What follows belongs to an exercise in optimizing a design on an open flow for small area; a production flow would make more cautious choices. The RTL was checked by simulation tests, not by an equivalence proof against the original design. No activity file was given, so power comes from the tool's default toggle rates.

==> design.v <==
package layer_pkg;
   typedef logic signed [16-1:0] data_t;
   typedef logic [$clog2(8)-1:0] vec_addr_t;
   typedef logic [$clog2(16)-1:0] out_idx_t;
endpackage
package layer_coef_pkg;
   localparam int WEIGHT_ENTRIES = 4 * 8 * (16 / 4);
   localparam int BIAS_ENTRIES   = 4 * (16 / 4);
   localparam logic [WEIGHT_ENTRIES*16-1:0] weight_table = {
      {
         -16'sd38,  16'sd33,  16'sd109, 16'sd24,  -16'sd3,   -16'sd45,  -16'sd19,  16'sd48,
         16'sd103,  16'sd18,  16'sd82,  -16'sd28, 16'sd101,  -16'sd64,  -16'sd108, 16'sd3,
         -16'sd18,  16'sd107, 16'sd2,   -16'sd45, -16'sd85,  16'sd22,   16'sd86,   16'sd32,
         -16'sd1,   -16'sd105, 16'sd81, 16'sd42,  16'sd45,   16'sd39,   -16'sd54,  16'sd63
      },
      {
         16'sd29,   -16'sd75, -16'sd24, 16'sd89,  -16'sd12,  -16'sd72,  16'sd114,  -16'sd15,
         -16'sd11,  -16'sd4,  -16'sd36, 16'sd105, 16'sd53,   -16'sd50,  -16'sd37,  16'sd72,
         -16'sd110, -16'sd77, 16'sd9,   16'sd71,  16'sd1,    16'sd100,  16'sd15,   -16'sd72,
         16'sd90,   16'sd84,  16'sd7,   -16'sd36, 16'sd56,   -16'sd106, 16'sd20,   16'sd22
      },
      {
         -16'sd109, -16'sd24, 16'sd30,  16'sd68,  -16'sd123, -16'sd41,  16'sd119,  16'sd31,
         16'sd54,   16'sd121, 16'sd12,  16'sd60,  -16'sd48,  16'sd3,    -16'sd37,  16'sd78,
         16'sd93,   -16'sd101, 16'sd116, -16'sd83, 16'sd31,  -16'sd49,  16'sd124,  16'sd29,
         -16'sd78,  16'sd8,   16'sd67,  16'sd81,  16'sd87,   16'sd63,   -16'sd18,  -16'sd105
      },
      {
         -16'sd2,   -16'sd5,  16'sd22,  -16'sd23, 16'sd96,   -16'sd58,  16'sd36,   -16'sd70,
         16'sd126,  16'sd113, -16'sd73, 16'sd94,  -16'sd73,  16'sd92,   -16'sd104, -16'sd98,
         -16'sd64,  -16'sd77, -16'sd4,  -16'sd9,  -16'sd113, 16'sd20,   16'sd21,   -16'sd3,
         16'sd115,  16'sd106, 16'sd14,  -16'sd126, -16'sd1,  -16'sd93,  16'sd0,    16'sd126
      }
   };
   localparam logic [BIAS_ENTRIES*16-1:0] bias_table = {
      {-16'sd70, 16'sd120, 16'sd71,  -16'sd60},
      {-16'sd47, 16'sd115, -16'sd83, 16'sd67},
      {16'sd41,  16'sd38,  -16'sd81, -16'sd106},
      {16'sd103, 16'sd83,  16'sd0,   -16'sd10}
   };
endpackage
module layer_sequencer (
   input  logic                 clk,
   input  logic                 reset,
   input  logic                 s_valid,
   input  logic                 m_ready,
   output logic                 s_ready,
   output logic                 m_valid,
   output logic                 vec_wr_en,    
   output layer_pkg::vec_addr_t pos,          
   output logic                 run,          
   output logic                 en,           
   output layer_pkg::out_idx_t  out_idx,      
   output logic [5:0]           entry_next,   
   output logic                 x_bypass      
);
   layer_pkg::vec_addr_t load_cnt;    
   logic vec_pending;    
   logic done;           
   logic fire;
   logic can_start;
   logic start;
   logic last_start;     
   logic gap;            
   assign m_valid = done;
   assign fire    = done & m_ready;
   assign can_start  = (pos[1:0] == 2'd0) && (pos[2] != out_idx[0]) && !run && (!done || fire);
   assign start      = can_start && (out_idx != '0 || vec_pending || vec_wr_en);
   assign last_start = can_start && out_idx == 4'd15;
   assign en         = start | run;
   assign s_ready   = (pos == load_cnt) && (load_cnt != '0 || !vec_pending || last_start);
   assign vec_wr_en = s_ready & s_valid;
   assign gap       = (pos == load_cnt) && (load_cnt != '0) && !s_valid;
   layer_pkg::vec_addr_t load_cnt_d;
   assign load_cnt_d = reset ? '0 : load_cnt + vec_wr_en;
   layer_pkg::vec_addr_t pos_d;
   layer_pkg::out_idx_t  out_idx_d;
   logic                 finish;         
   assign finish     = run && pos[1:0] == 2'd3 && !(gap && out_idx == '0);
   assign pos_d      = reset ? '0 : pos + 1'b1;
   assign out_idx_d  = reset ? '0 : out_idx + finish;
   assign entry_next = {out_idx_d, pos_d[1:0]};
   always_ff @(posedge clk) begin
      pos      <= pos_d;
      out_idx  <= out_idx_d;
      load_cnt <= load_cnt_d;
      x_bypass <= (pos_d == load_cnt_d) && out_idx_d == '0;
   end
   always_ff @(posedge clk) begin
      if (reset) begin
         vec_pending <= 1'b0;
         run         <= 1'b0;
         done        <= 1'b0;
      end else begin
         if (vec_wr_en && load_cnt == 3'd7)
            vec_pending <= 1'b1;
         else if (start && out_idx == 4'd15)
            vec_pending <= 1'b0;
         if (start)
            run <= 1'b1;
         else if (run && (pos[1:0] == 2'd3 || (gap && out_idx == '0)))
            run <= 1'b0;
         if (finish)
            done <= 1'b1;
         else if (fire)
            done <= 1'b0;
      end
   end
endmodule
module mac_lane (
   input  logic                 clk,
   input  logic                 run,        
   input  logic                 en,         
   input  layer_pkg::out_idx_t  out_idx,
   input  layer_pkg::vec_addr_t pos,
   input  logic [5:0]           entry_next,    
   input  layer_pkg::data_t     x_a,
   input  layer_pkg::data_t     x_b,
   output layer_pkg::data_t     acc,
   output logic [16-1:0] acc_cy    
);
   localparam int ENTRIES = 16 * 4;
   localparam int BW = 16;    
   function automatic logic [15:0] negsum(input logic [7:0] w);
      logic [8:0] wx;
      wx     = {w, 1'b0};
      negsum = '0;
      for (int k = 0; k < 4; k++)
         if (wx[2*k+2] && !(wx[2*k+1] && wx[2*k]))
            negsum = negsum + (16'd1 << (2 * k));
   endfunction
   function automatic logic [15:0] row_negsum(input int j);
      int e;
      row_negsum = '0;
      for (int c = 0; c < 8; c++) begin
         e = (j % 4) * 8 * (16 / 4) + (j / 4) * 8 + c;
         row_negsum = row_negsum
                      + negsum(layer_coef_pkg::weight_table[(layer_coef_pkg::WEIGHT_ENTRIES - 1 - e) * 16 +: 8]);
      end
   endfunction
   logic [4*ENTRIES-1:0] a_one, a_two, a_neg, b_one, b_two, b_neg;
   logic [16*BW-1:0] b_rom;
   logic [ENTRIES*8-1:0]        wa_rom, wb_rom;
   genvar i;
   generate
      for (i = 0; i < ENTRIES; i++) begin : g_w
         localparam int J  = i / 4;
         localparam int CA = (1 - J % 2) * 4 + i % 4;
         localparam int CB = (J % 2) * 4 + i % 4;
         localparam int EA = (J % 4) * 8 * (16 / 4)
                             + (J / 4) * 8 + CA;
         localparam int EB = (J % 4) * 8 * (16 / 4)
                             + (J / 4) * 8 + CB;
         localparam logic [8:0] WA = {layer_coef_pkg::weight_table[(layer_coef_pkg::WEIGHT_ENTRIES - 1 - EA) * 16 +: 8], 1'b0};
         localparam logic [8:0] WB = {layer_coef_pkg::weight_table[(layer_coef_pkg::WEIGHT_ENTRIES - 1 - EB) * 16 +: 8], 1'b0};
         assign wa_rom[i*8 +: 8] = WA[8:1];
         assign wb_rom[i*8 +: 8] = WB[8:1];
         for (genvar k = 0; k < 4; k++) begin : g_k
            assign a_one[k*ENTRIES + i] = WA[2*k+1] ^ WA[2*k];
            assign a_two[k*ENTRIES + i] = (WA[2*k+2] & ~WA[2*k+1] & ~WA[2*k]) | (~WA[2*k+2] & WA[2*k+1] & WA[2*k]);
            assign a_neg[k*ENTRIES + i] = WA[2*k+2] & ~(WA[2*k+1] & WA[2*k]);
            assign b_one[k*ENTRIES + i] = WB[2*k+1] ^ WB[2*k];
            assign b_two[k*ENTRIES + i] = (WB[2*k+2] & ~WB[2*k+1] & ~WB[2*k]) | (~WB[2*k+2] & WB[2*k+1] & WB[2*k]);
            assign b_neg[k*ENTRIES + i] = WB[2*k+2] & ~(WB[2*k+1] & WB[2*k]);
         end
      end
      for (i = 0; i < 16; i++) begin : g_b
         localparam int E = (i % 4) * (16 / 4) + i / 4;
         localparam logic [7:0] B8 =
            layer_coef_pkg::bias_table[(layer_coef_pkg::BIAS_ENTRIES - 1 - E) * 16 +: 8];
         assign b_rom[i*16 +: 16] = {{8{B8[7]}}, B8} + row_negsum(i);
      end
   endgenerate
   logic [5:0]  entry;
   logic [15:0] bias;
   logic [15:0] addend;
   logic [3:0]  neg_a, one_a, two_a, neg_b, one_b, two_b;
   assign entry  = {out_idx, pos[1:0]};
   assign bias   = b_rom[out_idx*16 +: 16];
   assign addend = run ? acc : bias;
   logic [7:0] wa_q, wb_q;
   always_ff @(posedge clk) begin
      wa_q <= wa_rom[entry_next*8 +: 8];
      wb_q <= wb_rom[entry_next*8 +: 8];
   end
   logic [8:0] wxa, wxb;
   assign wxa = {wa_q, 1'b0};
   assign wxb = {wb_q, 1'b0};
   generate
      for (i = 0; i < 4; i++) begin : g_digit
         assign one_a[i] = wxa[2*i+1] ^ wxa[2*i];
         assign two_a[i] = (wxa[2*i+2] & ~wxa[2*i+1] & ~wxa[2*i]) | (~wxa[2*i+2] & wxa[2*i+1] & wxa[2*i]);
         assign neg_a[i] = wxa[2*i+2] & ~(wxa[2*i+1] & wxa[2*i]);
         assign one_b[i] = wxb[2*i+1] ^ wxb[2*i];
         assign two_b[i] = (wxb[2*i+2] & ~wxb[2*i+1] & ~wxb[2*i]) | (~wxb[2*i+2] & wxb[2*i+1] & wxb[2*i]);
         assign neg_b[i] = wxb[2*i+2] & ~(wxb[2*i+1] & wxb[2*i]);
      end
   endgenerate
   logic [15:0] pp_a0;
   assign pp_a0[0] = ((one_a[0] & x_a[0])) ^ neg_a[0];
   assign pp_a0[1] = ((one_a[0] & x_a[1]) | (two_a[0] & x_a[0])) ^ neg_a[0];
   assign pp_a0[2] = ((one_a[0] & x_a[2]) | (two_a[0] & x_a[1])) ^ neg_a[0];
   assign pp_a0[3] = ((one_a[0] & x_a[3]) | (two_a[0] & x_a[2])) ^ neg_a[0];
   assign pp_a0[4] = ((one_a[0] & x_a[4]) | (two_a[0] & x_a[3])) ^ neg_a[0];
   assign pp_a0[5] = ((one_a[0] & x_a[5]) | (two_a[0] & x_a[4])) ^ neg_a[0];
   assign pp_a0[6] = ((one_a[0] & x_a[6]) | (two_a[0] & x_a[5])) ^ neg_a[0];
   assign pp_a0[7] = ((one_a[0] & x_a[7]) | (two_a[0] & x_a[6])) ^ neg_a[0];
   assign pp_a0[8] = ((one_a[0] & x_a[8]) | (two_a[0] & x_a[7])) ^ neg_a[0];
   assign pp_a0[9] = ((one_a[0] & x_a[9]) | (two_a[0] & x_a[8])) ^ neg_a[0];
   assign pp_a0[10] = ((one_a[0] & x_a[10]) | (two_a[0] & x_a[9])) ^ neg_a[0];
   assign pp_a0[11] = ((one_a[0] & x_a[11]) | (two_a[0] & x_a[10])) ^ neg_a[0];
   assign pp_a0[12] = ((one_a[0] & x_a[12]) | (two_a[0] & x_a[11])) ^ neg_a[0];
   assign pp_a0[13] = ((one_a[0] & x_a[13]) | (two_a[0] & x_a[12])) ^ neg_a[0];
   assign pp_a0[14] = ((one_a[0] & x_a[14]) | (two_a[0] & x_a[13])) ^ neg_a[0];
   assign pp_a0[15] = ((one_a[0] & x_a[15]) | (two_a[0] & x_a[14])) ^ neg_a[0];
   logic [15:2] pp_a1;
   assign pp_a1[2] = ((one_a[1] & x_a[0])) ^ neg_a[1];
   assign pp_a1[3] = ((one_a[1] & x_a[1]) | (two_a[1] & x_a[0])) ^ neg_a[1];
   assign pp_a1[4] = ((one_a[1] & x_a[2]) | (two_a[1] & x_a[1])) ^ neg_a[1];
   assign pp_a1[5] = ((one_a[1] & x_a[3]) | (two_a[1] & x_a[2])) ^ neg_a[1];
   assign pp_a1[6] = ((one_a[1] & x_a[4]) | (two_a[1] & x_a[3])) ^ neg_a[1];
   assign pp_a1[7] = ((one_a[1] & x_a[5]) | (two_a[1] & x_a[4])) ^ neg_a[1];
   assign pp_a1[8] = ((one_a[1] & x_a[6]) | (two_a[1] & x_a[5])) ^ neg_a[1];
   assign pp_a1[9] = ((one_a[1] & x_a[7]) | (two_a[1] & x_a[6])) ^ neg_a[1];
   assign pp_a1[10] = ((one_a[1] & x_a[8]) | (two_a[1] & x_a[7])) ^ neg_a[1];
   assign pp_a1[11] = ((one_a[1] & x_a[9]) | (two_a[1] & x_a[8])) ^ neg_a[1];
   assign pp_a1[12] = ((one_a[1] & x_a[10]) | (two_a[1] & x_a[9])) ^ neg_a[1];
   assign pp_a1[13] = ((one_a[1] & x_a[11]) | (two_a[1] & x_a[10])) ^ neg_a[1];
   assign pp_a1[14] = ((one_a[1] & x_a[12]) | (two_a[1] & x_a[11])) ^ neg_a[1];
   assign pp_a1[15] = ((one_a[1] & x_a[13]) | (two_a[1] & x_a[12])) ^ neg_a[1];
   logic [15:4] pp_a2;
   assign pp_a2[4] = ((one_a[2] & x_a[0])) ^ neg_a[2];
   assign pp_a2[5] = ((one_a[2] & x_a[1]) | (two_a[2] & x_a[0])) ^ neg_a[2];
   assign pp_a2[6] = ((one_a[2] & x_a[2]) | (two_a[2] & x_a[1])) ^ neg_a[2];
   assign pp_a2[7] = ((one_a[2] & x_a[3]) | (two_a[2] & x_a[2])) ^ neg_a[2];
   assign pp_a2[8] = ((one_a[2] & x_a[4]) | (two_a[2] & x_a[3])) ^ neg_a[2];
   assign pp_a2[9] = ((one_a[2] & x_a[5]) | (two_a[2] & x_a[4])) ^ neg_a[2];
   assign pp_a2[10] = ((one_a[2] & x_a[6]) | (two_a[2] & x_a[5])) ^ neg_a[2];
   assign pp_a2[11] = ((one_a[2] & x_a[7]) | (two_a[2] & x_a[6])) ^ neg_a[2];
   assign pp_a2[12] = ((one_a[2] & x_a[8]) | (two_a[2] & x_a[7])) ^ neg_a[2];
   assign pp_a2[13] = ((one_a[2] & x_a[9]) | (two_a[2] & x_a[8])) ^ neg_a[2];
   assign pp_a2[14] = ((one_a[2] & x_a[10]) | (two_a[2] & x_a[9])) ^ neg_a[2];
   assign pp_a2[15] = ((one_a[2] & x_a[11]) | (two_a[2] & x_a[10])) ^ neg_a[2];
   logic [15:6] pp_a3;
   assign pp_a3[6] = ((one_a[3] & x_a[0])) ^ neg_a[3];
   assign pp_a3[7] = ((one_a[3] & x_a[1]) | (two_a[3] & x_a[0])) ^ neg_a[3];
   assign pp_a3[8] = ((one_a[3] & x_a[2]) | (two_a[3] & x_a[1])) ^ neg_a[3];
   assign pp_a3[9] = ((one_a[3] & x_a[3]) | (two_a[3] & x_a[2])) ^ neg_a[3];
   assign pp_a3[10] = ((one_a[3] & x_a[4]) | (two_a[3] & x_a[3])) ^ neg_a[3];
   assign pp_a3[11] = ((one_a[3] & x_a[5]) | (two_a[3] & x_a[4])) ^ neg_a[3];
   assign pp_a3[12] = ((one_a[3] & x_a[6]) | (two_a[3] & x_a[5])) ^ neg_a[3];
   assign pp_a3[13] = ((one_a[3] & x_a[7]) | (two_a[3] & x_a[6])) ^ neg_a[3];
   assign pp_a3[14] = ((one_a[3] & x_a[8]) | (two_a[3] & x_a[7])) ^ neg_a[3];
   assign pp_a3[15] = ((one_a[3] & x_a[9]) | (two_a[3] & x_a[8])) ^ neg_a[3];
   logic [15:0] pp_b0;
   assign pp_b0[0] = ((one_b[0] & x_b[0])) ^ neg_b[0];
   assign pp_b0[1] = ((one_b[0] & x_b[1]) | (two_b[0] & x_b[0])) ^ neg_b[0];
   assign pp_b0[2] = ((one_b[0] & x_b[2]) | (two_b[0] & x_b[1])) ^ neg_b[0];
   assign pp_b0[3] = ((one_b[0] & x_b[3]) | (two_b[0] & x_b[2])) ^ neg_b[0];
   assign pp_b0[4] = ((one_b[0] & x_b[4]) | (two_b[0] & x_b[3])) ^ neg_b[0];
   assign pp_b0[5] = ((one_b[0] & x_b[5]) | (two_b[0] & x_b[4])) ^ neg_b[0];
   assign pp_b0[6] = ((one_b[0] & x_b[6]) | (two_b[0] & x_b[5])) ^ neg_b[0];
   assign pp_b0[7] = ((one_b[0] & x_b[7]) | (two_b[0] & x_b[6])) ^ neg_b[0];
   assign pp_b0[8] = ((one_b[0] & x_b[8]) | (two_b[0] & x_b[7])) ^ neg_b[0];
   assign pp_b0[9] = ((one_b[0] & x_b[9]) | (two_b[0] & x_b[8])) ^ neg_b[0];
   assign pp_b0[10] = ((one_b[0] & x_b[10]) | (two_b[0] & x_b[9])) ^ neg_b[0];
   assign pp_b0[11] = ((one_b[0] & x_b[11]) | (two_b[0] & x_b[10])) ^ neg_b[0];
   assign pp_b0[12] = ((one_b[0] & x_b[12]) | (two_b[0] & x_b[11])) ^ neg_b[0];
   assign pp_b0[13] = ((one_b[0] & x_b[13]) | (two_b[0] & x_b[12])) ^ neg_b[0];
   assign pp_b0[14] = ((one_b[0] & x_b[14]) | (two_b[0] & x_b[13])) ^ neg_b[0];
   assign pp_b0[15] = ((one_b[0] & x_b[15]) | (two_b[0] & x_b[14])) ^ neg_b[0];
   logic [15:2] pp_b1;
   assign pp_b1[2] = ((one_b[1] & x_b[0])) ^ neg_b[1];
   assign pp_b1[3] = ((one_b[1] & x_b[1]) | (two_b[1] & x_b[0])) ^ neg_b[1];
   assign pp_b1[4] = ((one_b[1] & x_b[2]) | (two_b[1] & x_b[1])) ^ neg_b[1];
   assign pp_b1[5] = ((one_b[1] & x_b[3]) | (two_b[1] & x_b[2])) ^ neg_b[1];
   assign pp_b1[6] = ((one_b[1] & x_b[4]) | (two_b[1] & x_b[3])) ^ neg_b[1];
   assign pp_b1[7] = ((one_b[1] & x_b[5]) | (two_b[1] & x_b[4])) ^ neg_b[1];
   assign pp_b1[8] = ((one_b[1] & x_b[6]) | (two_b[1] & x_b[5])) ^ neg_b[1];
   assign pp_b1[9] = ((one_b[1] & x_b[7]) | (two_b[1] & x_b[6])) ^ neg_b[1];
   assign pp_b1[10] = ((one_b[1] & x_b[8]) | (two_b[1] & x_b[7])) ^ neg_b[1];
   assign pp_b1[11] = ((one_b[1] & x_b[9]) | (two_b[1] & x_b[8])) ^ neg_b[1];
   assign pp_b1[12] = ((one_b[1] & x_b[10]) | (two_b[1] & x_b[9])) ^ neg_b[1];
   assign pp_b1[13] = ((one_b[1] & x_b[11]) | (two_b[1] & x_b[10])) ^ neg_b[1];
   assign pp_b1[14] = ((one_b[1] & x_b[12]) | (two_b[1] & x_b[11])) ^ neg_b[1];
   assign pp_b1[15] = ((one_b[1] & x_b[13]) | (two_b[1] & x_b[12])) ^ neg_b[1];
   logic [15:4] pp_b2;
   assign pp_b2[4] = ((one_b[2] & x_b[0])) ^ neg_b[2];
   assign pp_b2[5] = ((one_b[2] & x_b[1]) | (two_b[2] & x_b[0])) ^ neg_b[2];
   assign pp_b2[6] = ((one_b[2] & x_b[2]) | (two_b[2] & x_b[1])) ^ neg_b[2];
   assign pp_b2[7] = ((one_b[2] & x_b[3]) | (two_b[2] & x_b[2])) ^ neg_b[2];
   assign pp_b2[8] = ((one_b[2] & x_b[4]) | (two_b[2] & x_b[3])) ^ neg_b[2];
   assign pp_b2[9] = ((one_b[2] & x_b[5]) | (two_b[2] & x_b[4])) ^ neg_b[2];
   assign pp_b2[10] = ((one_b[2] & x_b[6]) | (two_b[2] & x_b[5])) ^ neg_b[2];
   assign pp_b2[11] = ((one_b[2] & x_b[7]) | (two_b[2] & x_b[6])) ^ neg_b[2];
   assign pp_b2[12] = ((one_b[2] & x_b[8]) | (two_b[2] & x_b[7])) ^ neg_b[2];
   assign pp_b2[13] = ((one_b[2] & x_b[9]) | (two_b[2] & x_b[8])) ^ neg_b[2];
   assign pp_b2[14] = ((one_b[2] & x_b[10]) | (two_b[2] & x_b[9])) ^ neg_b[2];
   assign pp_b2[15] = ((one_b[2] & x_b[11]) | (two_b[2] & x_b[10])) ^ neg_b[2];
   logic [15:6] pp_b3;
   assign pp_b3[6] = ((one_b[3] & x_b[0])) ^ neg_b[3];
   assign pp_b3[7] = ((one_b[3] & x_b[1]) | (two_b[3] & x_b[0])) ^ neg_b[3];
   assign pp_b3[8] = ((one_b[3] & x_b[2]) | (two_b[3] & x_b[1])) ^ neg_b[3];
   assign pp_b3[9] = ((one_b[3] & x_b[3]) | (two_b[3] & x_b[2])) ^ neg_b[3];
   assign pp_b3[10] = ((one_b[3] & x_b[4]) | (two_b[3] & x_b[3])) ^ neg_b[3];
   assign pp_b3[11] = ((one_b[3] & x_b[5]) | (two_b[3] & x_b[4])) ^ neg_b[3];
   assign pp_b3[12] = ((one_b[3] & x_b[6]) | (two_b[3] & x_b[5])) ^ neg_b[3];
   assign pp_b3[13] = ((one_b[3] & x_b[7]) | (two_b[3] & x_b[6])) ^ neg_b[3];
   assign pp_b3[14] = ((one_b[3] & x_b[8]) | (two_b[3] & x_b[7])) ^ neg_b[3];
   assign pp_b3[15] = ((one_b[3] & x_b[9]) | (two_b[3] & x_b[8])) ^ neg_b[3];
   logic s1, c2, s3, c4, s5, c6, s7, c8, s9, c10, s11, c12, s13, c14, s15, c16;
   logic s17, c18, s19, c20, s21, c22, s23, c24, s25, c26, s27, c28, s29, c30, s31, c32;
   logic s33, c34, s35, c36, s37, c38, s39, c40, s41, c42, s43, c44, s45, c46, s47, c48;
   logic s49, c50, s51, c52, s53, c54, s55, c56, s57, s58, s59, s60, c61, s62, c63, s64;
   logic c65, s66, c67, s68, c69, s70, c71, s72, c73, s74, c75, s76, c77, s78, c79, s80;
   logic c81, s82, c83, s84, c85, s86, c87, s88, c89, s90, c91, s92, c93, s94, c95, s96;
   logic c97, s98, c99, s100, c101, s102, c103, s104, c105, s106, c107, s108, s109, s110, c111, s112;
   logic c113, s114, c115, s116, c117, s118, c119, s120, c121, s122, c123, s124, c125, s126, c127, s128;
   logic c129, s130, c131, s132, c133, s134, c135, s136, s137, c138, s139, c140, s141, c142, s143, c144;
   logic s145, c146, s147, c148, s149, c150, s151, c152, s153, c154, s155, c156, s157, c158, s159, c160;
   logic s161, c162, s163, c164, s165, c166, s167;
   assign s1 = addend[4] ^ pp_b0[4];
   assign c2 = addend[4] & pp_b0[4];
   assign s3 = addend[5] ^ pp_b0[5] ^ pp_b1[5];
   assign c4 = (addend[5] & pp_b0[5]) | (addend[5] & pp_b1[5]) | (pp_b0[5] & pp_b1[5]);
   assign s5 = addend[6] ^ pp_b0[6] ^ pp_b1[6];
   assign c6 = (addend[6] & pp_b0[6]) | (addend[6] & pp_b1[6]) | (pp_b0[6] & pp_b1[6]);
   assign s7 = pp_b2[6] ^ pp_b3[6] ^ pp_a0[6];
   assign c8 = (pp_b2[6] & pp_b3[6]) | (pp_b2[6] & pp_a0[6]) | (pp_b3[6] & pp_a0[6]);
   assign s9 = addend[7] ^ pp_b0[7] ^ pp_b1[7];
   assign c10 = (addend[7] & pp_b0[7]) | (addend[7] & pp_b1[7]) | (pp_b0[7] & pp_b1[7]);
   assign s11 = pp_b2[7] ^ pp_b3[7] ^ pp_a0[7];
   assign c12 = (pp_b2[7] & pp_b3[7]) | (pp_b2[7] & pp_a0[7]) | (pp_b3[7] & pp_a0[7]);
   assign s13 = pp_a1[7] ^ pp_a2[7];
   assign c14 = pp_a1[7] & pp_a2[7];
   assign s15 = addend[8] ^ pp_b0[8] ^ pp_b1[8];
   assign c16 = (addend[8] & pp_b0[8]) | (addend[8] & pp_b1[8]) | (pp_b0[8] & pp_b1[8]);
   assign s17 = pp_b2[8] ^ pp_b3[8] ^ pp_a0[8];
   assign c18 = (pp_b2[8] & pp_b3[8]) | (pp_b2[8] & pp_a0[8]) | (pp_b3[8] & pp_a0[8]);
   assign s19 = pp_a1[8] ^ pp_a2[8] ^ pp_a3[8];
   assign c20 = (pp_a1[8] & pp_a2[8]) | (pp_a1[8] & pp_a3[8]) | (pp_a2[8] & pp_a3[8]);
   assign s21 = addend[9] ^ pp_b0[9] ^ pp_b1[9];
   assign c22 = (addend[9] & pp_b0[9]) | (addend[9] & pp_b1[9]) | (pp_b0[9] & pp_b1[9]);
   assign s23 = pp_b2[9] ^ pp_b3[9] ^ pp_a0[9];
   assign c24 = (pp_b2[9] & pp_b3[9]) | (pp_b2[9] & pp_a0[9]) | (pp_b3[9] & pp_a0[9]);
   assign s25 = pp_a1[9] ^ pp_a2[9] ^ pp_a3[9];
   assign c26 = (pp_a1[9] & pp_a2[9]) | (pp_a1[9] & pp_a3[9]) | (pp_a2[9] & pp_a3[9]);
   assign s27 = addend[10] ^ pp_b0[10] ^ pp_b1[10];
   assign c28 = (addend[10] & pp_b0[10]) | (addend[10] & pp_b1[10]) | (pp_b0[10] & pp_b1[10]);
   assign s29 = pp_b2[10] ^ pp_b3[10] ^ pp_a0[10];
   assign c30 = (pp_b2[10] & pp_b3[10]) | (pp_b2[10] & pp_a0[10]) | (pp_b3[10] & pp_a0[10]);
   assign s31 = pp_a1[10] ^ pp_a2[10] ^ pp_a3[10];
   assign c32 = (pp_a1[10] & pp_a2[10]) | (pp_a1[10] & pp_a3[10]) | (pp_a2[10] & pp_a3[10]);
   assign s33 = addend[11] ^ pp_b0[11] ^ pp_b1[11];
   assign c34 = (addend[11] & pp_b0[11]) | (addend[11] & pp_b1[11]) | (pp_b0[11] & pp_b1[11]);
   assign s35 = pp_b2[11] ^ pp_b3[11] ^ pp_a0[11];
   assign c36 = (pp_b2[11] & pp_b3[11]) | (pp_b2[11] & pp_a0[11]) | (pp_b3[11] & pp_a0[11]);
   assign s37 = pp_a1[11] ^ pp_a2[11] ^ pp_a3[11];
   assign c38 = (pp_a1[11] & pp_a2[11]) | (pp_a1[11] & pp_a3[11]) | (pp_a2[11] & pp_a3[11]);
   assign s39 = addend[12] ^ pp_b0[12] ^ pp_b1[12];
   assign c40 = (addend[12] & pp_b0[12]) | (addend[12] & pp_b1[12]) | (pp_b0[12] & pp_b1[12]);
   assign s41 = pp_b2[12] ^ pp_b3[12] ^ pp_a0[12];
   assign c42 = (pp_b2[12] & pp_b3[12]) | (pp_b2[12] & pp_a0[12]) | (pp_b3[12] & pp_a0[12]);
   assign s43 = pp_a1[12] ^ pp_a2[12] ^ pp_a3[12];
   assign c44 = (pp_a1[12] & pp_a2[12]) | (pp_a1[12] & pp_a3[12]) | (pp_a2[12] & pp_a3[12]);
   assign s45 = addend[13] ^ pp_b0[13] ^ pp_b1[13];
   assign c46 = (addend[13] & pp_b0[13]) | (addend[13] & pp_b1[13]) | (pp_b0[13] & pp_b1[13]);
   assign s47 = pp_b2[13] ^ pp_b3[13] ^ pp_a0[13];
   assign c48 = (pp_b2[13] & pp_b3[13]) | (pp_b2[13] & pp_a0[13]) | (pp_b3[13] & pp_a0[13]);
   assign s49 = pp_a1[13] ^ pp_a2[13] ^ pp_a3[13];
   assign c50 = (pp_a1[13] & pp_a2[13]) | (pp_a1[13] & pp_a3[13]) | (pp_a2[13] & pp_a3[13]);
   assign s51 = addend[14] ^ pp_b0[14] ^ pp_b1[14];
   assign c52 = (addend[14] & pp_b0[14]) | (addend[14] & pp_b1[14]) | (pp_b0[14] & pp_b1[14]);
   assign s53 = pp_b2[14] ^ pp_b3[14] ^ pp_a0[14];
   assign c54 = (pp_b2[14] & pp_b3[14]) | (pp_b2[14] & pp_a0[14]) | (pp_b3[14] & pp_a0[14]);
   assign s55 = pp_a1[14] ^ pp_a2[14] ^ pp_a3[14];
   assign c56 = (pp_a1[14] & pp_a2[14]) | (pp_a1[14] & pp_a3[14]) | (pp_a2[14] & pp_a3[14]);
   assign s57 = addend[15] ^ pp_b0[15] ^ pp_b1[15];
   assign s58 = pp_b2[15] ^ pp_b3[15] ^ pp_a0[15];
   assign s59 = pp_a1[15] ^ pp_a2[15] ^ pp_a3[15];
   assign s60 = addend[2] ^ pp_b0[2];
   assign c61 = addend[2] & pp_b0[2];
   assign s62 = addend[3] ^ pp_b0[3] ^ pp_b1[3];
   assign c63 = (addend[3] & pp_b0[3]) | (addend[3] & pp_b1[3]) | (pp_b0[3] & pp_b1[3]);
   assign s64 = pp_b1[4] ^ pp_b2[4] ^ s1;
   assign c65 = (pp_b1[4] & pp_b2[4]) | (pp_b1[4] & s1) | (pp_b2[4] & s1);
   assign s66 = pp_a0[4] ^ pp_a1[4];
   assign c67 = pp_a0[4] & pp_a1[4];
   assign s68 = pp_b2[5] ^ c2 ^ s3;
   assign c69 = (pp_b2[5] & c2) | (pp_b2[5] & s3) | (c2 & s3);
   assign s70 = pp_a0[5] ^ pp_a1[5] ^ pp_a2[5];
   assign c71 = (pp_a0[5] & pp_a1[5]) | (pp_a0[5] & pp_a2[5]) | (pp_a1[5] & pp_a2[5]);
   assign s72 = c4 ^ s5 ^ pp_a1[6];
   assign c73 = (c4 & s5) | (c4 & pp_a1[6]) | (s5 & pp_a1[6]);
   assign s74 = pp_a2[6] ^ pp_a3[6] ^ s7;
   assign c75 = (pp_a2[6] & pp_a3[6]) | (pp_a2[6] & s7) | (pp_a3[6] & s7);
   assign s76 = c6 ^ s9 ^ pp_a3[7];
   assign c77 = (c6 & s9) | (c6 & pp_a3[7]) | (s9 & pp_a3[7]);
   assign s78 = s13 ^ c8 ^ s11;
   assign c79 = (s13 & c8) | (s13 & s11) | (c8 & s11);
   assign s80 = c10 ^ s15 ^ c14;
   assign c81 = (c10 & s15) | (c10 & c14) | (s15 & c14);
   assign s82 = c12 ^ s17 ^ s19;
   assign c83 = (c12 & s17) | (c12 & s19) | (s17 & s19);
   assign s84 = c16 ^ s21 ^ c18;
   assign c85 = (c16 & s21) | (c16 & c18) | (s21 & c18);
   assign s86 = c20 ^ s23 ^ s25;
   assign c87 = (c20 & s23) | (c20 & s25) | (s23 & s25);
   assign s88 = c22 ^ s27 ^ c24;
   assign c89 = (c22 & s27) | (c22 & c24) | (s27 & c24);
   assign s90 = c26 ^ s29 ^ s31;
   assign c91 = (c26 & s29) | (c26 & s31) | (s29 & s31);
   assign s92 = c28 ^ s33 ^ c30;
   assign c93 = (c28 & s33) | (c28 & c30) | (s33 & c30);
   assign s94 = c32 ^ s35 ^ s37;
   assign c95 = (c32 & s35) | (c32 & s37) | (s35 & s37);
   assign s96 = c34 ^ s39 ^ c36;
   assign c97 = (c34 & s39) | (c34 & c36) | (s39 & c36);
   assign s98 = c38 ^ s41 ^ s43;
   assign c99 = (c38 & s41) | (c38 & s43) | (s41 & s43);
   assign s100 = c40 ^ s45 ^ c42;
   assign c101 = (c40 & s45) | (c40 & c42) | (s45 & c42);
   assign s102 = c44 ^ s47 ^ s49;
   assign c103 = (c44 & s47) | (c44 & s49) | (s47 & s49);
   assign s104 = c46 ^ s51 ^ c48;
   assign c105 = (c46 & s51) | (c46 & c48) | (s51 & c48);
   assign s106 = c50 ^ s53 ^ s55;
   assign c107 = (c50 & s53) | (c50 & s55) | (s53 & s55);
   assign s108 = c52 ^ s57 ^ c54;
   assign s109 = c56 ^ s58 ^ s59;
   assign s110 = pp_b1[2] ^ s60;
   assign c111 = pp_b1[2] & s60;
   assign s112 = c61 ^ s62 ^ pp_a0[3];
   assign c113 = (c61 & s62) | (c61 & pp_a0[3]) | (s62 & pp_a0[3]);
   assign s114 = c63 ^ s64 ^ pp_a2[4];
   assign c115 = (c63 & s64) | (c63 & pp_a2[4]) | (s64 & pp_a2[4]);
   assign s116 = c65 ^ s68 ^ c67;
   assign c117 = (c65 & s68) | (c65 & c67) | (s68 & c67);
   assign s118 = c69 ^ c71 ^ s72;
   assign c119 = (c69 & c71) | (c69 & s72) | (c71 & s72);
   assign s120 = c73 ^ s76 ^ c75;
   assign c121 = (c73 & s76) | (c73 & c75) | (s76 & c75);
   assign s122 = c77 ^ s80 ^ c79;
   assign c123 = (c77 & s80) | (c77 & c79) | (s80 & c79);
   assign s124 = c81 ^ s84 ^ c83;
   assign c125 = (c81 & s84) | (c81 & c83) | (s84 & c83);
   assign s126 = c85 ^ s88 ^ c87;
   assign c127 = (c85 & s88) | (c85 & c87) | (s88 & c87);
   assign s128 = c89 ^ s92 ^ c91;
   assign c129 = (c89 & s92) | (c89 & c91) | (s92 & c91);
   assign s130 = c93 ^ s96 ^ c95;
   assign c131 = (c93 & s96) | (c93 & c95) | (s96 & c95);
   assign s132 = c97 ^ s100 ^ c99;
   assign c133 = (c97 & s100) | (c97 & c99) | (s100 & c99);
   assign s134 = c101 ^ s104 ^ c103;
   assign c135 = (c101 & s104) | (c101 & c103) | (s104 & c103);
   assign s136 = c105 ^ s108 ^ c107;
   assign s137 = addend[0] ^ pp_b0[0];
   assign c138 = addend[0] & pp_b0[0];
   assign s139 = addend[1] ^ pp_b0[1] ^ pp_a0[1];
   assign c140 = (addend[1] & pp_b0[1]) | (addend[1] & pp_a0[1]) | (pp_b0[1] & pp_a0[1]);
   assign s141 = s110 ^ pp_a0[2] ^ pp_a1[2];
   assign c142 = (s110 & pp_a0[2]) | (s110 & pp_a1[2]) | (pp_a0[2] & pp_a1[2]);
   assign s143 = c111 ^ pp_a1[3] ^ s112;
   assign c144 = (c111 & pp_a1[3]) | (c111 & s112) | (pp_a1[3] & s112);
   assign s145 = s66 ^ c113 ^ s114;
   assign c146 = (s66 & c113) | (s66 & s114) | (c113 & s114);
   assign s147 = c115 ^ s70 ^ s116;
   assign c148 = (c115 & s70) | (c115 & s116) | (s70 & s116);
   assign s149 = c117 ^ s74 ^ s118;
   assign c150 = (c117 & s74) | (c117 & s118) | (s74 & s118);
   assign s151 = c119 ^ s78 ^ s120;
   assign c152 = (c119 & s78) | (c119 & s120) | (s78 & s120);
   assign s153 = s82 ^ c121 ^ s122;
   assign c154 = (s82 & c121) | (s82 & s122) | (c121 & s122);
   assign s155 = s86 ^ c123 ^ s124;
   assign c156 = (s86 & c123) | (s86 & s124) | (c123 & s124);
   assign s157 = s90 ^ c125 ^ s126;
   assign c158 = (s90 & c125) | (s90 & s126) | (c125 & s126);
   assign s159 = s94 ^ c127 ^ s128;
   assign c160 = (s94 & c127) | (s94 & s128) | (c127 & s128);
   assign s161 = s98 ^ c129 ^ s130;
   assign c162 = (s98 & c129) | (s98 & s130) | (c129 & s130);
   assign s163 = s102 ^ c131 ^ s132;
   assign c164 = (s102 & c131) | (s102 & s132) | (c131 & s132);
   assign s165 = s106 ^ c133 ^ s134;
   assign c166 = (s106 & c133) | (s106 & s134) | (c133 & s134);
   assign s167 = s109 ^ c135 ^ s136;
   logic [15:0] op_a, op_b;
   assign op_a = {s167, s165, s163, s161, s159, s157, s155, s153, s151, s149, s147, s145, s143, s141, s139, pp_a0[0]};
   assign op_b = {c166, c164, c162, c160, c158, c156, c154, c152, c150, c148, c146, c144, c142, c140, c138, s137};
   logic [15:0] cy;
   logic [15:0] sum;
   logic [15:0] cy_out;
   assign cy[0] = 1'b0;
   assign sum[0] = op_a[0] ^ op_b[0] ^ cy[0];
   assign cy[1] = (op_a[0] & op_b[0]) | (op_a[0] & cy[0]) | (op_b[0] & cy[0]);
   assign sum[1] = op_a[1] ^ op_b[1] ^ cy[1];
   assign cy[2] = (op_a[1] & op_b[1]) | (op_a[1] & cy[1]) | (op_b[1] & cy[1]);
   assign sum[2] = op_a[2] ^ op_b[2] ^ cy[2];
   assign cy[3] = (op_a[2] & op_b[2]) | (op_a[2] & cy[2]) | (op_b[2] & cy[2]);
   assign sum[3] = op_a[3] ^ op_b[3] ^ cy[3];
   assign cy[4] = (op_a[3] & op_b[3]) | (op_a[3] & cy[3]) | (op_b[3] & cy[3]);
   assign sum[4] = op_a[4] ^ op_b[4] ^ cy[4];
   assign cy[5] = (op_a[4] & op_b[4]) | (op_a[4] & cy[4]) | (op_b[4] & cy[4]);
   assign sum[5] = op_a[5] ^ op_b[5] ^ cy[5];
   assign cy_out[6] = (op_a[5] & op_b[5]) | (op_a[5] & cy[5]) | (op_b[5] & cy[5]);
   assign cy[6] = run & acc_cy[6];
   assign sum[6] = op_a[6] ^ op_b[6] ^ cy[6];
   assign cy[7] = (op_a[6] & op_b[6]) | (op_a[6] & cy[6]) | (op_b[6] & cy[6]);
   assign sum[7] = op_a[7] ^ op_b[7] ^ cy[7];
   assign cy[8] = (op_a[7] & op_b[7]) | (op_a[7] & cy[7]) | (op_b[7] & cy[7]);
   assign sum[8] = op_a[8] ^ op_b[8] ^ cy[8];
   assign cy[9] = (op_a[8] & op_b[8]) | (op_a[8] & cy[8]) | (op_b[8] & cy[8]);
   assign sum[9] = op_a[9] ^ op_b[9] ^ cy[9];
   assign cy_out[10] = (op_a[9] & op_b[9]) | (op_a[9] & cy[9]) | (op_b[9] & cy[9]);
   assign cy[10] = run & acc_cy[10];
   assign sum[10] = op_a[10] ^ op_b[10] ^ cy[10];
   assign cy[11] = (op_a[10] & op_b[10]) | (op_a[10] & cy[10]) | (op_b[10] & cy[10]);
   assign sum[11] = op_a[11] ^ op_b[11] ^ cy[11];
   assign cy[12] = (op_a[11] & op_b[11]) | (op_a[11] & cy[11]) | (op_b[11] & cy[11]);
   assign sum[12] = op_a[12] ^ op_b[12] ^ cy[12];
   assign cy[13] = (op_a[12] & op_b[12]) | (op_a[12] & cy[12]) | (op_b[12] & cy[12]);
   assign sum[13] = op_a[13] ^ op_b[13] ^ cy[13];
   assign cy_out[14] = (op_a[13] & op_b[13]) | (op_a[13] & cy[13]) | (op_b[13] & cy[13]);
   assign cy[14] = run & acc_cy[14];
   assign sum[14] = op_a[14] ^ op_b[14] ^ cy[14];
   assign cy[15] = (op_a[14] & op_b[14]) | (op_a[14] & cy[14]) | (op_b[14] & cy[14]);
   assign sum[15] = op_a[15] ^ op_b[15] ^ cy[15];
   assign cy_out[0] = 1'b0;
   assign cy_out[1] = 1'b0;
   assign cy_out[2] = 1'b0;
   assign cy_out[3] = 1'b0;
   assign cy_out[4] = 1'b0;
   assign cy_out[5] = 1'b0;
   assign cy_out[7] = 1'b0;
   assign cy_out[8] = 1'b0;
   assign cy_out[9] = 1'b0;
   assign cy_out[11] = 1'b0;
   assign cy_out[12] = 1'b0;
   assign cy_out[13] = 1'b0;
   assign cy_out[15] = 1'b0;
   logic [15:0] cy_q;    
   always_ff @(posedge clk)
      if (en) begin
         acc  <= sum;
         cy_q <= cy_out & 16'h4440;
      end
   assign acc_cy = cy_q & 16'h4440;
endmodule
module mac_array (
   input  logic                 clk,
   input  logic                 vec_wr_en,
   input  logic                 x_bypass,
   input  layer_pkg::data_t     data_in,
   input  layer_pkg::vec_addr_t pos,
   input  logic                 run,
   input  logic                 en,
   input  layer_pkg::out_idx_t  out_idx,
   input  logic [5:0]           entry_next,
   output layer_pkg::data_t     acc,
   output logic [16-1:0] acc_cy
);
   layer_pkg::data_t ring [0:8-1];
   always_ff @(posedge clk) begin
      for (int k = 0; k < 8 - 1; k++)
         ring[k] <= ring[k+1];
      ring[8-1] <= vec_wr_en ? data_in : ring[0];
   end
   mac_lane u_lane (
      .clk     (clk),
      .run     (run),
      .en      (en),
      .out_idx (out_idx),
      .pos     (pos),
      .entry_next (entry_next),
      .x_a     (x_bypass ? data_in : ring[0]),    
      .x_b     (ring[8/2]),           
      .acc     (acc),
      .acc_cy  (acc_cy)
   );
endmodule
module result_buffer (
   input  layer_pkg::data_t acc,
   input  logic [16-1:0] acc_cy,
   output layer_pkg::data_t data_out
);
   layer_pkg::data_t result;
   assign result   = acc + acc_cy;
   assign data_out = result[16-1] ? '0 : result;
endmodule
module layer_top (
   input  logic             clk,
   input  logic             reset,
   input  logic             s_valid,
   input  logic             m_ready,
   input  layer_pkg::data_t data_in,
   output logic             s_ready,
   output logic             m_valid,
   output layer_pkg::data_t data_out
);
   logic                 vec_wr_en;
   logic                 x_bypass;
   layer_pkg::vec_addr_t pos;
   logic                 run, en;
   layer_pkg::out_idx_t  out_idx;
   logic [5:0]           entry_next;
   layer_pkg::data_t     acc;
   logic [16-1:0] acc_cy;
   layer_sequencer u_sequencer (
      .clk       (clk),
      .reset     (reset),
      .s_valid   (s_valid),
      .m_ready   (m_ready),
      .s_ready   (s_ready),
      .m_valid   (m_valid),
      .vec_wr_en (vec_wr_en),
      .pos       (pos),
      .run       (run),
      .en        (en),
      .out_idx   (out_idx),
      .entry_next(entry_next),
      .x_bypass  (x_bypass)
   );
   mac_array u_mac_array (
      .clk       (clk),
      .vec_wr_en (vec_wr_en),
      .x_bypass  (x_bypass),
      .data_in   (data_in),
      .pos       (pos),
      .run       (run),
      .en        (en),
      .out_idx   (out_idx),
      .entry_next(entry_next),
      .acc       (acc),
      .acc_cy    (acc_cy)
   );
   result_buffer u_result_buffer (
      .acc      (acc),
      .acc_cy   (acc_cy),
      .data_out (data_out)
   );
endmodule
==> flow/run.sh <==
#!/bin/bash
# The standard synthesis, then its combinational logic mapped again by
# ABC with an area-oriented script (flow/abc_resyn.script): the standard
# synthesis's registers and full-adder cells stay exactly as they are, with their
# names; full adders may work on complemented signals (flow/fa_polarity.py).
# Then the standard layout of that netlist, with extra ORFS make
# variables from flow/make_vars (one per line).
# Logs: flow_synth.log and flow_make.log (make's output), flow_fa_polarity.log,
# flow_resyn.log and flow_resyn_check.log (Yosys); each ORFS step also keeps its own log under orfs/logs.
set -euo pipefail
args=()
while IFS= read -r line; do
   [[ -z "$line" || "$line" == \#* ]] && continue
   args+=("$line")
done < flow/make_vars

bash standard.sh "${args[@]}" synth > flow_synth.log 2>&1

RES=orfs/results/$FLOW_PLATFORM/layer_top/base
LIB=$FLOW_HOME/platforms/$FLOW_PLATFORM/lib/sky130_fd_sc_hd__tt_025C_1v80.lib
YOSYS=$FLOW_HOME/../tools/install/yosys/bin/yosys
DONT_USE=$(grep -o 'sky130_fd_sc_hd__[a-z0-9_]*' $FLOW_HOME/platforms/$FLOW_PLATFORM/config.mk | sort -u | sed 's/^/-dont_use /' | tr '\n' ' ')
cp $RES/1_2_yosys.v 1_2_yosys_standard.v
# Full adders on complemented signals where that saves inverters
python3 flow/fa_polarity.py 1_2_yosys_standard.v 1_2_yosys_fapol.v > flow_fa_polarity.log 2>&1
cat > resyn.ys <<EOT
read_liberty -ignore_miss_func $LIB
read_verilog 1_2_yosys_fapol.v
hierarchy -top $FLOW_TOP
blackbox sky130_fd_sc_hd__dfxtp_1 sky130_fd_sc_hd__edfxtp_1 sky130_fd_sc_hd__fa_1 sky130_fd_sc_hd__conb_1
tee -o resyn_stat_before.txt stat -liberty $LIB
flatten
opt -purge
abc -script $PWD/flow/abc_resyn.script -liberty $LIB $DONT_USE -constr $PWD/orfs/objects/$FLOW_PLATFORM/layer_top/base/abc.constr
splitnets
opt_clean -purge
hilomap -singleton -hicell sky130_fd_sc_hd__conb_1 HI -locell sky130_fd_sc_hd__conb_1 LO
insbuf -buf sky130_fd_sc_hd__buf_4 A X
tee -o resyn_stat_after.txt stat -liberty $LIB
write_verilog -noattr -nohex -nodec 1_2_yosys_resyn.v
EOT
$YOSYS -s resyn.ys > flow_resyn.log 2>&1
# The new netlist must be fully mapped and hold the same registers
cat > resyn_check.ys <<EOT
read_liberty -lib $LIB
read_verilog 1_2_yosys_resyn.v
hierarchy -check -top $FLOW_TOP
check -assert -mapped
EOT
$YOSYS -s resyn_check.ys > flow_resyn_check.log 2>&1
regs() { grep -oE 'sky130_fd_sc_hd__e?dfxtp_[0-9]+ +\\?[^ ]+' "$1" | sort; }
if ! diff <(regs 1_2_yosys_standard.v) <(regs 1_2_yosys_resyn.v) > flow_resyn_regs.diff; then
   echo "registers differ from the standard synthesis" >&2
   exit 1
fi
cp 1_2_yosys_resyn.v $RES/1_2_yosys.v
rm -f $RES/1_synth.odb
bash standard.sh "${args[@]}" finish > flow_make.log 2>&1
==> flow/abc_resyn.script <==
strash
dch -f
amap
strash
dch -f
amap
topo
stime -c
==> flow/fa_polarity.py <==
#!/usr/bin/env python3
"""Removes inverters between full-adder cells of a mapped netlist.

A full adder is self-dual: FA(~a, ~b, ~c) = (~sum, ~cout). This script picks,
for each full-adder cell, whether it works on complemented signals, so that
as few inverters as possible are needed between the adders and the logic
around them, then rewrites the netlist. The function is unchanged; no
register, port or other cell changes.

usage: fa_polarity.py in.v out.v
"""
import re, sys

src = open(sys.argv[1]).read()
m = re.search(r'^module .*?^endmodule', src, re.S | re.M)
assert m and src.count('\nmodule ') + src.startswith('module ') == 1, 'one module expected'
mod = m.group(0)

cell_re = re.compile(r'^(\s*)(sky130_fd_sc_hd__\w+)\s+(\S+)\s*\((.*?)\);\n', re.S | re.M)
pin_re = re.compile(r'\.(\w+)\(\s*(.*?)\s*\)\s*(?:,|$)', re.S)

cells = []   # [type, name, {pin: net}, span]
for cm in cell_re.finditer(mod):
    pins = dict((p, n.strip()) for p, n in pin_re.findall(cm.group(4)))
    cells.append([cm.group(2), cm.group(3), pins, cm.span()])

OUTS = {'X', 'Y', 'Q', 'Q_N', 'SUM', 'COUT', 'HI', 'LO'}
def v(net):
    # An escaped identifier ends at white space
    return net + ' ' if net.startswith('\\') else net

def is_fa(t): return re.match(r'sky130_fd_sc_hd__fa_\d+$', t) is not None
def is_inv(t): return re.match(r'sky130_fd_sc_hd__(clk)?inv_\d+$', t) is not None

driver = {}
for i, (t, n, pins, _) in enumerate(cells):
    for p, net in pins.items():
        if p in OUTS:
            driver[net] = (i, p)

# Logical source of a net: (base net, inverted?) following inverter cells
def source(net):
    inv = False
    seen = 0
    while net in driver and is_inv(cells[driver[net][0]][0]) and seen < 4:
        net = cells[driver[net][0]][2]['A']
        inv = not inv
        seen += 1
    return net, inv

fa = [i for i, c in enumerate(cells) if is_fa(c[0])]
fa_out = {}   # net -> fa index, for SUM/COUT nets
for i in fa:
    for p in ('SUM', 'COUT'):
        if p in cells[i][2]:
            fa_out[cells[i][2][p]] = i

# Every use of a signal: (cell index, pin, base net, wanted inversion)
uses = []
for i, (t, n, pins, _) in enumerate(cells):
    if is_inv(t):
        continue
    for p, net in pins.items():
        if p in OUTS:
            continue
        b, inv = source(net)
        uses.append((i, p, b, inv))
# Inverter outputs also used by ports (assign) or nothing else: keep them as uses
port_nets = set(re.findall(r'^\s*output\s+(?:\[[^\]]*\]\s*)?(\S+);', mod, re.M))

flip = {i: False for i in fa}

def cost():
    need = set()
    for (i, p, b, inv) in uses:
        pb = flip.get(fa_out.get(b), False)          # physical polarity of b
        want = inv ^ (flip[i] if i in flip else False)
        if want != pb:
            need.add(b)
    return len(need)

best = cost()
start = best
improved = True
while improved:
    improved = False
    for i in fa:
        flip[i] = not flip[i]
        c = cost()
        if c < best:
            best = c
            improved = True
        else:
            flip[i] = not flip[i]

if best >= start:
    open(sys.argv[2], 'w').write(src)
    print(f'fa_polarity: no gain ({start} inverted signals)')
    sys.exit(0)

# Rewrite: each use connects to b (physical polarity pb) or to a new inverter of b
new_cells = []
inv_of = {}
cnt = [0]
def inverted(b):
    if b not in inv_of:
        cnt[0] += 1
        w = f'fapol_n{cnt[0]}'
        inv_of[b] = w
        new_cells.append(f'  wire {w};\n  sky130_fd_sc_hd__inv_1 fapol_i{cnt[0]} (\n    .A({v(b)}),\n    .Y({w})\n  );\n')
    return inv_of[b]

newpins = {}
for (i, p, b, inv) in uses:
    pb = flip.get(fa_out.get(b), False)
    want = inv ^ (flip[i] if i in flip else False)
    newpins[(i, p)] = b if want == pb else inverted(b)

# Output ports driven through an assign or directly by a flipped adder are not
# expected: refuse rather than change a port's value
for net in fa_out:
    base = net.split('[')[0]
    if flip[fa_out[net]] and (base in port_nets or net in port_nets):
        sys.exit('fa_polarity: a flipped adder drives a port')

def drives_port(net):
    return net in port_nets or net.split('[')[0].strip() in port_nets

out = []
pos = 0
used_inv_outputs = set()
for (i, p, b, inv) in uses:
    pass
for i, (t, n, pins, span) in enumerate(cells):
    out.append(mod[pos:span[0]])
    pos = span[1]
    if is_inv(t) and not drives_port(pins['Y']):
        continue   # dropped; the needed inverters are made again below
    if is_inv(t):
        out.append(mod[span[0]:span[1]])
        continue
    body = ',\n'.join(f'    .{p}({v(newpins.get((i, p), net))})' for p, net in pins.items())
    out.append(f'  {t} {n} (\n{body}\n  );\n')
out.append(mod[pos:])
text = ''.join(out)
text = text.replace('\nendmodule', '\n' + ''.join(new_cells) + 'endmodule', 1)
text = src[:m.start()] + text + src[m.end():]
open(sys.argv[2], 'w').write(text)
print(f'fa_polarity: {start} -> {best} inverted signals, {sum(flip.values())} of {len(fa)} adders flipped')
==> flow/make_vars <==
BUFFER_PORTS_ARGS=-buffer_cell sky130_fd_sc_hd__buf_1
GPL_KEEP_OVERFLOW=0
PLACE_DENSITY=0.8
CTS_ARGS=-sink_clustering_enable -repair_clock_nets -buf_list sky130_fd_sc_hd__clkbuf_8 -dont_use_dummy_load
==> standard.sh <==
#!/bin/bash
# synth_recipe.tcl (not shown) runs the flow's synth.tcl, then flattens the netlist and writes it again
# the make line also repeats each setting of config.mk as NAME=value (left out here)
make -C /OpenROAD-flow-scripts/flow DESIGN_CONFIG=/design/flow/config.mk WORK_HOME=/design/flow/orfs CLKGATE_MAP_FILE= SYNTH_SCRIPT=/design/flow/synth_recipe.tcl "${@:-finish}"
==> config.mk <==
export PLATFORM = sky130hd
export DESIGN_NAME = layer_top
export DESIGN_NICKNAME = layer_top
export VERILOG_FILES = /design/flow/design.v
export SDC_FILE = /design/flow/constraint.sdc
export NUM_CORES = 4
export LEC_CHECK = 0
export CAP_MARGIN = 20
export CORE_MARGIN = 2
export CORE_UTILIZATION = 40
export SLEW_MARGIN = 20
==> constraint.sdc <==
create_clock -name core_clock -period 7.0 [get_ports {clk}]
set_input_delay 1.4000 -clock core_clock [delete_from_list [all_inputs] [get_ports {clk}]]
set_output_delay 1.4000 -clock core_clock [all_outputs]
set_load 0.01 [all_outputs]
==> run notes, run 1 <==
status=finished clean; Initial Utilization=0.405; Worst setup SP type=flop; routability cong.=1.03; Slew headroom=0.261; final non-filler cell total=1578; Slew @ Worst Pin=1110 ps; arrival time worst endpoint=6900 ps; post-DR wirelength/cell=20.5 µm; PD cells=514 nW/µm²; port bufs=36; DRC Markers=0; Initial DRC Count=1537; synth warn=5; initial antenna violation count=0; Vias=9507; DP HPWL=24.8 mm; WHS=300 ps; Hold Crit Class=reg -> reg; post-CTS setup buffers=0; DR pass1 iterations=6; area grow syn2layout=9.24%; clk slew on worst S/H paths=90 ps; die area=26600 µm²; crit share post-route=0.957; FP Rows=58; die width=163 µm; largest net degree at the start of global routing=34; Data required, critical path=7200 ps; Die Y=163 µm; largest fanout on the critical path=17; worst-skew pair later-pin latency=460 ps; Antenna Violating Nets Remaining=0; CTS tree=yes; clock buffer depth=2; Pwr Total=0.00567 W; CTS Sinks=177; Worst Skew=51.8 ps; Syn Nets=1297; final max-slew violation count=0; GRT overflow=0; CTS H-tree lvls=4; crit end category=flop; Max Fclk=149 MHz; Placed Instances=1560; most common cell after layout, fill and taps aside=nor2_1; WS Path Type=reg -> reg; Leakage=3.86 nW; first-pass GRT wire length=50.7 mm; final hold vios=0; Mapped Cells=1189; IO Pins=38; Total GRT Usage=0.248; RSZ-0062 raised after global routing=false; fin crit period=6700 ps; vias in the first global route=9339; Core ar.=25000 µm²; Max Cap Viol=0; Max VDD drop=0.332 mV; syn avg cell area=8.50 µm²; layout cells sized above 1=0.0321; diode count=0; Root Buffer=clkbuf_8; total wire length=32.3 mm; synthesized area=10100 µm²; most frequent cells in the layout=207 x nor2_1, 158 x dfxtp_1, 142 x clkinv_1, 117 x o22ai_1, 106 x nand2_1; Final setup viols=0; # nets final=1358; CTS buffer count=17; Vias/cell=6.02; hold buffer count at cts=0
[stage by stage]
stage | TNS (ps) | utilization | setup slack [ps] | instance area, µm²
2_1_floorplan | 0 | - | 1080 | 10100
3_3_place_gp | -23400 | 0.427 | -1770 | 10600
3_5_place_dp | -457 | 0.431 | -162 | 10800
4_1_cts | 0 | 0.441 | 74.2 | 11000
5_1_grt | 0 | 0.442 | 9.10 | 11000
6_report | 0 | 0.442 | 301 | 11000
[critical path: stages (launching register included)]
cell and delay (ps):
dfxtp_1 820, clkinv_1 780, o22ai_1 910, o221ai_1 270, fa_1 460, fa_1 500
clkinv_1 80, fa_1 530, fa_1 440, fa_1 450, fa_1 390, fa_1 400
fa_1 430
[path summary, 6_finish.rpt]
check	startpoint	to	slack, ps	depth (start not counted)
worst max-delay path	u_sequencer.x_bypass	u_mac_array.u_lane.acc[13]	300	12
worst min-delay path	u_mac_array.ring[1][15]	u_mac_array.ring[0][15]	300	0
worst max register to register	u_sequencer.x_bypass	u_mac_array.u_lane.acc[13]	300	12
worst min register to register	u_mac_array.ring[1][15]	u_mac_array.ring[0][15]	300	0
[state kept, by name, indices dropped and copies added, names as in the netlist]
name	flops
u_sequencer.done	1
u_sequencer.x_bypass	1
u_mac_array.u_lane.wa_q	8
u_sequencer.load_cnt	3
u_sequencer.out_idx	4
u_sequencer.pos	3
u_sequencer.run	1
u_sequencer.vec_pending	1
u_mac_array.u_lane.wb_q	8
u_mac_array.u_lane.cy_q	3
u_mac_array.u_lane.acc	16
u_mac_array.ring	128
[power by group]
part | total (W) | leakage [nW] | switching [W] | internal (W)
Sequential | 0.00174 | 1.50 | 0.000152 | 0.00159
Combinational | 0.00341 | 2.24 | 0.00196 | 0.00145
Clock | 0.000517 | 0.122 | 0.000302 | 0.000215
Total | 0.00567 | 3.86 | 0.00241 | 0.00326
[routing by layer]
layer	wire (µm)	track usage	part of all wire	up-vias
met3	3180	0.0537	0.098	127
li1	-	-	-	4350
met1	12500	0.309	0.39	4437
met2	14800	0.402	0.46	593
met4	1780	0.132	0.055	0
met5	0	0	0	-
[layout make-up]
cell class / instances / area, µm²
clock buffers: 17 / 234
fillers: 2452 / 13900
inverters: 143 / 541
multi-input cells: 868 / 5890
flip-flops and latches: 177 / 3730
well taps: 330 / 413
repair buffers: 43 / 228
[repair_timing]
action	in CTS	in global routing
gates cloned	0	0
endpoints found under the hold margin	0	0
resized for setup	1	5
endpoints found under the setup margin	5	14
pin swaps	0	0
==> inputs of run 2 (changes only) <==
==> flow/abc_resyn.script (replaced) <==
strash
dch -f
amap
strash
dch -f
amap
strash
dch -f
amap
strash
dch -f
amap
topo
stime -c
==> run 2 against run 1 <==
Net effect: still clean on timing, DRC and antenna; hold slack got worse by 3.4 ps; clock power rose by 1%; non-clock buffer count rose by 2; count of clock-buffer cells in the layout did not move; critical endpoint unchanged.
==> run notes, run 2 <==
status=finished clean (unchanged); Total GRT Usage=0.258 (was 0.248); Max Cap Viol=0 (unchanged); crit share post-route=0.958 (was 0.957); die width=163 µm (about the same); Slew @ Worst Pin=1120 ps (was 1110 ps); total wire length=33.9 mm (was 32.3 mm); Reg with most FFs=u_mac_array.ring (unchanged); Die Y=163 µm (about the same); final non-filler cell total=1579 (was 1578); Max VDD drop=0.324 mV (was 0.332 mV); biggest regs=u_mac_array.ring (128), u_mac_array.u_lane.acc (16) (unchanged); pre-CTS setup slack=57.2 ps (was -162 ps); synthesized area=10100 µm² (about the same); Hold Crit Class=reg -> reg (unchanged); FP Rows=58 (unchanged); DP HPWL=26.2 mm (was 24.8 mm); area grow syn2layout=9.26% (was 9.24%); RSZ-0062 raised after global routing=false (unchanged); Vias/cell=5.98 (was 6.02); CTS H-tree lvls=4 (unchanged); worst-skew pair later-pin latency=460 ps (about the same); number of flip-flops in the largest register=128 (unchanged); Vias=9449 (was 9507); Core Util, Final=0.441 (was 0.442); Fillers=2476 (was 2452); arrival time worst endpoint=6900 ps (about the same); WS Path Type=reg -> reg (unchanged); Initial DRC Count=1093 (was 1537); layout cells sized above 1=0.0312 (was 0.0321); Worst R2R Setup Slack=290 ps (was 300 ps); GRT overflow=0 (unchanged); Initial Utilization=0.403 (was 0.405); Root Buffer=clkbuf_8 (unchanged); Leakage=3.88 nW (was 3.86 nW); first-pass GRT wire length=51.5 mm (was 50.7 mm); diode count=0 (unchanged); die area=26500 µm² (was 26600 µm²); largest net degree at the start of global routing=31 (was 34); Worst setup SP type=flop (unchanged); most frequent cells in the layout=191 x nor2_1, 158 x dfxtp_1, 150 x clkinv_1, 125 x nand2_1, 114 x o22ai_1 (was 207 x nor2_1, 158 x dfxtp_1, 142 x clkinv_1, 117 x o22ai_1, 106 x nand2_1); initial antenna violation count=0 (unchanged); clock buffer depth=2 (unchanged); Post-Layout Inst Area=11000 µm² (about the same); Pwr Total=0.00583 W (was 0.00567 W); Syn Nets=1296 (was 1297); PD cells=530 nW/µm² (was 514 nW/µm²); CTS buffer count=17 (unchanged); clk slew on worst S/H paths=100 ps (was 90 ps); dpl cell area=10700 µm² (was 10800 µm²); CTS tree=yes (unchanged); crit end category=flop (unchanged); port bufs=36 (unchanged); Antenna Violating Nets Remaining=0 (unchanged); Max Fclk=149 MHz (about the same); Data required, critical path=7190 ps (was 7200 ps); largest fanout on the critical path=17 (unchanged); hold buffer count at cts=0 (unchanged); Placed Instances=1562 (was 1560); fin crit period=6710 ps (was 6700 ps); CTS Sinks=177 (unchanged); Mapped Cells=1188 (was 1189); Core ar.=25000 µm² (unchanged); post-DR wirelength/cell=21.5 µm (was 20.5 µm); DRC Markers=0 (unchanged); IO Pins=38 (unchanged); final max-slew violation count=0 (unchanged); Worst Skew=43.6 ps (was 51.8 ps); # nets final=1359 (was 1358); routability cong.=1.02 (was 1.03); synth warn=5 (unchanged); Final setup viols=0 (unchanged); most common cell after layout, fill and taps aside=nor2_1 (unchanged); final hold vios=0 (unchanged); Slew headroom=0.255 (was 0.261); syn avg cell area=8.48 µm² (was 8.50 µm²); vias in the first global route=9136 (was 9339); DR pass1 iterations=6 (unchanged); fin worst setup slack=291 ps (was 301 ps)
==> run 2: cell count changes in the layout (fill, tap and decap cells not counted), sizes merged, moves of 3 or more <==
cell	change
nand2	+19
or4	+4
nor2	-18
o22a	-3
o22ai	-3
clkinv	+8
a21oi	-4
a211oi	+3
o32ai	+6
o21ai	+5
o32a	-6
o31ai	-3
a31oi	+4
nor3	-5
==> run 2: final cells by class <==
type	instances	area, µm²	area share
flip-flops and latches	177	3730	0.339
multi-input cells	859	5810	0.528
well taps	330	413	0.0375
clock buffers	17	234	0.0213
repair buffers	45	236	0.0215
inverters	151	571	0.0519
==> run 2: worst max-delay path, stage by stage (launching register included) <==
cell and delay [ps]:
dfxtp_1 860, clkinv_1 740, o22ai_1 820, o221ai_1 290, fa_1 440, fa_1 500
clkinv_1 100, fa_1 560, fa_1 460, fa_1 460, fa_1 390, fa_1 380
fa_1 450
==> run 2: repair_timing <==
item	in CTS	in global routing
setup buffers	0	0
setup endpoints to repair	0	11
hold endpoints to repair	0	0
resized for setup	0	4
==> run 2: power breakdown <==
group	total (W)	switching, W	internal (W)
Sequential	0.00176	0.000155	0.00160
Combinational	0.00354	0.00204	0.00150
Clock	0.000524	0.000309	0.000215
==> run 2: metrics by stage <==
| step | setup TNS (ps) | hold WS [ps] |
|---|---|---|
| 6_report | 0 | 297 |
| 5_1_grt | 0 | 295 |
| 4_1_cts | 0 | 297 |
| 3_5_place_dp | 0 | 312 |
| 3_3_place_gp | -25960 | 309 |
| 2_1_floorplan | 0 | 310 |
==> run 2: final timing paths <==
kind | end | from | cells after the start
setup / recovery | u_mac_array.u_lane.acc[13] | u_sequencer.x_bypass | 12
hold / removal | u_mac_array.ring[1][7] | u_mac_array.ring[2][7] | 0
setup reg to reg | u_mac_array.u_lane.acc[13] | u_sequencer.x_bypass | 12
hold reg to reg | u_mac_array.ring[1][7] | u_mac_array.ring[2][7] | 0
==> run 2: layer usage <==
metal	up-vias	routed length (µm)	part of all wire	track usage
met4	0	1760	0.052	0.131
met3	123	2850	0.084	0.0410
li1	4336	-	-	-
met5	-	0	0	0
met1	4414	13100	0.39	0.318
met2	576	16100	0.48	0.440

==> afterwards: timing with drivers on the ports <==
No port has a modelled driver above. Below, the same layouts with a new extraction and two added sets of constraints.
Step 1 sets driving cells, clkbuf_16 on the clock port and buf_2 on the other inputs (assumed; they add their load-dependent delay and slew).
Step 2 adds t to the input delays and takes it off the output delays; t is the mean of the earliest and latest rising clock arrival at the registers after step 1. Input paths then give back, and output paths get back, about the clock's delay inside the block.
Slacks: no drivers / after step 1 / after step 2; pairs: no drivers / after step 1.
run | t, ns | setup slack, ns | worst slew at a driven data input, ns
run 1 | 0.478 | 0.301 / 0.301 / 0.301 | 0.04
run 2 | 0.479 | 0.291 / 0.291 / 0.291 | 0.04
After both steps setup and hold are still met in every run listed.
